From an optimization exercise on the open Yosys and OpenROAD flow, aimed at small area and a short achievable clock period; shortcuts taken in it are not production practice.
Function was checked by simulation only, so behaviour that the tests miss may differ from the original.
Power figures rest on the tool's default switching activity, not on a simulated workload.

Design multichannel_strike_peak_detector, start of the top module:
module multichannel_strike_peak_detector (
  input  logic                              clk,
  input  logic                              rst_n,
  input  logic                              cfg_we,
  input  logic                              cfg_index,
  input  logic [mspd_pkg::CFG_W-1:0]        cfg_wdata,
  input  logic                              in_valid,
  output logic                              in_ready,
  input  logic                              in_op,
  input  logic [mspd_pkg::SAMPLE_W-1:0]     in_sample_ch0,
  input  logic [mspd_pkg::SAMPLE_W-1:0]     in_sample_ch1,
  input  logic [mspd_pkg::SAMPLE_W-1:0]     in_sample_ch2,
  input  logic [mspd_pkg::SAMPLE_W-1:0]     in_sample_ch3,
  input  logic [mspd_pkg::TIME_W-1:0]       in_now_ms,
  output logic                              out_valid,
  input  logic                              out_ready,
  output logic                              out_event_valid,
  output logic [mspd_pkg::CH_W-1:0]         out_event_channel,
  output logic [mspd_pkg::PEAK_W-1:0]       out_event_peak
);
export LEC_CHECK = 0
export ABC_AREA = 1
export CAP_MARGIN = 20
export CORE_MARGIN = 2
export CORE_UTILIZATION = 55
export CTS_CLUSTER_DIAMETER = 100
export CTS_CLUSTER_SIZE = 24
export GPL_TIMING_DRIVEN = 0
export PLACE_DENSITY = 0.75
export SETUP_SLACK_MARGIN = 3.5
export SLEW_MARGIN = 20
create_clock -name core_clock -period 6.5 [get_ports {clk}]
standard.sh (not shown) runs the stock make flow with config.mk's settings and CLKGATE_MAP_FILE= SYNTH_SCRIPT=/design/flow/synth_recipe.tcl, a recipe that flattens the netlist after the stock synthesis.
==> flow/flow/run.sh <==
#!/bin/bash
# standard layout, with the port buffers made of buf_2 cells instead of the
# resizer's default pick (a delay buffer)
set -euo pipefail
export BUFFER_PORTS_ARGS="-buffer_cell sky130_fd_sc_hd__buf_2"
bash standard.sh > standard.log 2>&1
The first run ran to the end with no violations.
Edit:
Settings changed: CORE_UTILIZATION 55 to 65, GPL_TIMING_DRIVEN 0 to default, PLACE_DENSITY 0.75 to 0.85.
The new run produced a clean layout.
Final cell count drops by a few percent.
Hold slack gets better by 12 ps.
Combinational power barely changes.
Routed wire length climbs by a few percent.
Worst setup slack got worse by 29 ps.
Final area decreases slightly.
Edit:
Settings changed: CORE_UTILIZATION 65 to 40, PLACE_DENSITY 0.85 to default.
Result: Die area rose by about 60%; flip-flop and latch count is unchanged; sequential power hardly moves; cell area climbs by about 1.7%; routed wire length grows by about 5%; count of clock-buffer cells in the layout falls by 1; utilization decreases by 28 points.
Edit:
Settings changed: CAP_MARGIN 20 to 5, CORE_UTILIZATION 40 to 55, PLACE_DENSITY from default to 0.75, SLEW_MARGIN 20 to 5.
Result:
- power drops by a few percent
- die area drops by a quarter to a third
- core utilization climbs by 16 points
- final area drops slightly
Edit:
Settings changed: CAP_MARGIN 5 to 20, CORE_UTILIZATION 55 to 40, CTS_CLUSTER_DIAMETER 100 to 80, CTS_CLUSTER_SIZE 24 to 32, PLACE_DENSITY 0.75 to default, SLEW_MARGIN 5 to 20.
Setup slack got worse by 35 ps.
Routed wire length went up by 5.8%.
Global-route usage went down by 6.2 points.
Non-clock buffer count went up by 3.
Final cell count went up by 6.3%.
Area after synthesis does not change.
Design area went up by 2.9%.
Flip-flop and latch count stays the same.
Edit:
--- a/flow/flow/run.sh
+++ b/flow/flow/run.sh
@@ -3 +3,2 @@
-# resizer's default pick (a delay buffer)
+# resizer's default pick (a delay buffer); the timing repair after clock tree
+# synthesis aims at a smaller setup margin than the one after global routing
@@ -5,0 +7 @@
+bash standard.sh SETUP_SLACK_MARGIN=2.0 cts > standard_cts.log 2>&1
Settings changed: CORE_UTILIZATION 40 to 55, CTS_CLUSTER_DIAMETER 80 to 100, CTS_CLUSTER_SIZE 32 to 24, PLACE_DENSITY from default to 0.75.
Sequential power stays flat.
Hold slack loses 32 ps.
Power is lower by 7.0%.
First-iteration DRC count grows by 65%.
Die area went down by 27%.
Clock power came out lower by 23%.

* * *

== v45 ==
Starting RTL as in the previous note.
Settings: LEC_CHECK=0, ABC_AREA=1, CAP_MARGIN=20, CORE_MARGIN=2, CORE_UTILIZATION=55, CTS_CLUSTER_DIAMETER=100, CTS_CLUSTER_SIZE=24, PLACE_DENSITY=0.75, SETUP_SLACK_MARGIN=3.7, SLEW_MARGIN=20; clock period 6.5 ns.
==> flow/flow/run.sh <==
#!/bin/bash
# standard layout, with the port buffers made of buf_2 cells instead of the
# resizer's default pick (a delay buffer)
set -euo pipefail
export BUFFER_PORTS_ARGS="-buffer_cell sky130_fd_sc_hd__buf_2"
bash standard.sh > standard.log 2>&1
[inputs] v56 vs v45
Settings: changing CORE_UTILIZATION from 55 to 50; changing PLACE_DENSITY from 0.75 to 0.7; changing SETUP_SLACK_MARGIN from 3.7 to 3.5.
Findings:
- v56 vs v45 on number of buffers and inverters on the critical path: v56 is the lower one.
- v56 supports a higher top clock frequency than v45.
- Final cell count (lower): v45
- v56 has half-perimeter wire length of the detailed placement result below what v45 had.
- Per the comparison of v56 with v45, share of total power consumed by net switching increased by 0.25 points relative to the old numbers; final net count closely matched the old numbers.
- When the final numbers for v56 and v45 were put side by side, the overall power turned out to be smaller in v56.
Input-level comparison between v44 and v56:
Settings: a deleted PLACE_DENSITY that had been 0.7; a change of CORE_UTILIZATION from 50 to 40.
==> flow/flow/run.sh <==
#!/bin/bash
# standard layout, with the port buffers made of buf_2 cells instead of the
# resizer's default pick (a delay buffer), and ORFS's power recovery pass
# (downsizing gates off the critical paths) after global routing
set -euo pipefail
export BUFFER_PORTS_ARGS="-buffer_cell sky130_fd_sc_hd__buf_2"
export RECOVER_POWER=100
bash standard.sh > standard.log 2>&1
### Flow results
- Slowest library cell on the worst path: sky130_fd_sc_hd__o21ai_0 -> v44, sky130_fd_sc_hd__fa_2 -> v56
- Complete run, failing final checks: v44, reason capacitance limit, slew limit.
- The maximum frequency in v44 sits 71 MHz below the value recorded for v56.
- Synthesized cell count: v56 vs v44 identical
- From v56 to v44 the numbers moved as follows: first-pass GRT wire length went up by about 6%, sequential fraction of design power went down by 0.6 points, total number of vias went down by 2.4%, routed wire length went up by about 3.4%, global router's overall resource usage went down by 3.8 points.

what the ideal ports hide:
How much do the figures lean on ideal ports? The routed layouts below were timed once more, with nothing changed but the port constraints. Step 1 (the two cells are an assumption about what drives the block):
set clk [get_ports {clk}]
set_driving_cell -lib_cell sky130_fd_sc_hd__clkbuf_16 $clk
set_driving_cell -lib_cell sky130_fd_sc_hd__buf_2 [delete_from_list [all_inputs] $clk]
Step 2 times the ports against the registers' clock, not the clock port: input delays grow and output delays shrink by t, the midpoint of the rising clock arrivals with the driver on. a / b / c = ideal / step 1 / step 2; a / b = the first two.
| run | t, ns | slack for setup (ns) | hold slack, ns | slew at the worst register clock pin (ns) | worst data-port slew with drivers (ns) |
|---|---|---|---|---|---|
| the first run of note 1 | 0.524 | 3.384 / 3.379 / 2.855 | 0.474 / 0.474 / 0.474 | 0.11 / 0.11 | 0.07 |
| the second run of note 1 | 0.528 | 3.355 / 3.342 / 2.815 | 0.486 / 0.486 / 0.486 | 0.10 / 0.10 | 0.08 |
| the third run of note 1 | 0.544 | 3.420 / 3.423 / 2.879 | 0.505 / 0.505 / 0.505 | 0.11 / 0.11 | 0.06 |
| the fourth run of note 1 | 0.531 | 3.462 / 3.443 / 2.912 | 0.474 / 0.474 / 0.474 | 0.11 / 0.11 | 0.07 |
| the fifth run of note 1 | 0.554 | 3.427 / 3.431 / 2.876 | 0.507 / 0.507 / 0.507 | 0.10 / 0.10 | 0.06 |
| the sixth run of note 1 | 0.526 | 3.427 / 3.434 / 2.907 | 0.475 / 0.475 / 0.475 | 0.10 / 0.10 | 0.06 |
| v45 | 0.541 | 3.432 / 3.419 / 2.878 | 0.482 / 0.482 / 0.482 | 0.10 / 0.10 | 0.06 |
| v56 | 0.522 | 3.459 / 3.442 / 2.919 | 0.494 / 0.494 / 0.494 | 0.11 / 0.11 | 0.07 |
| v44 | 0.540 | 2.615 / 2.631 / 2.090 | 0.510 / 0.510 / 0.510 | 0.10 / 0.10 | 0.06 |
The setup slack of v45, which loses most, moves by -0.013 ns with the drivers and by -0.554 ns with both steps.
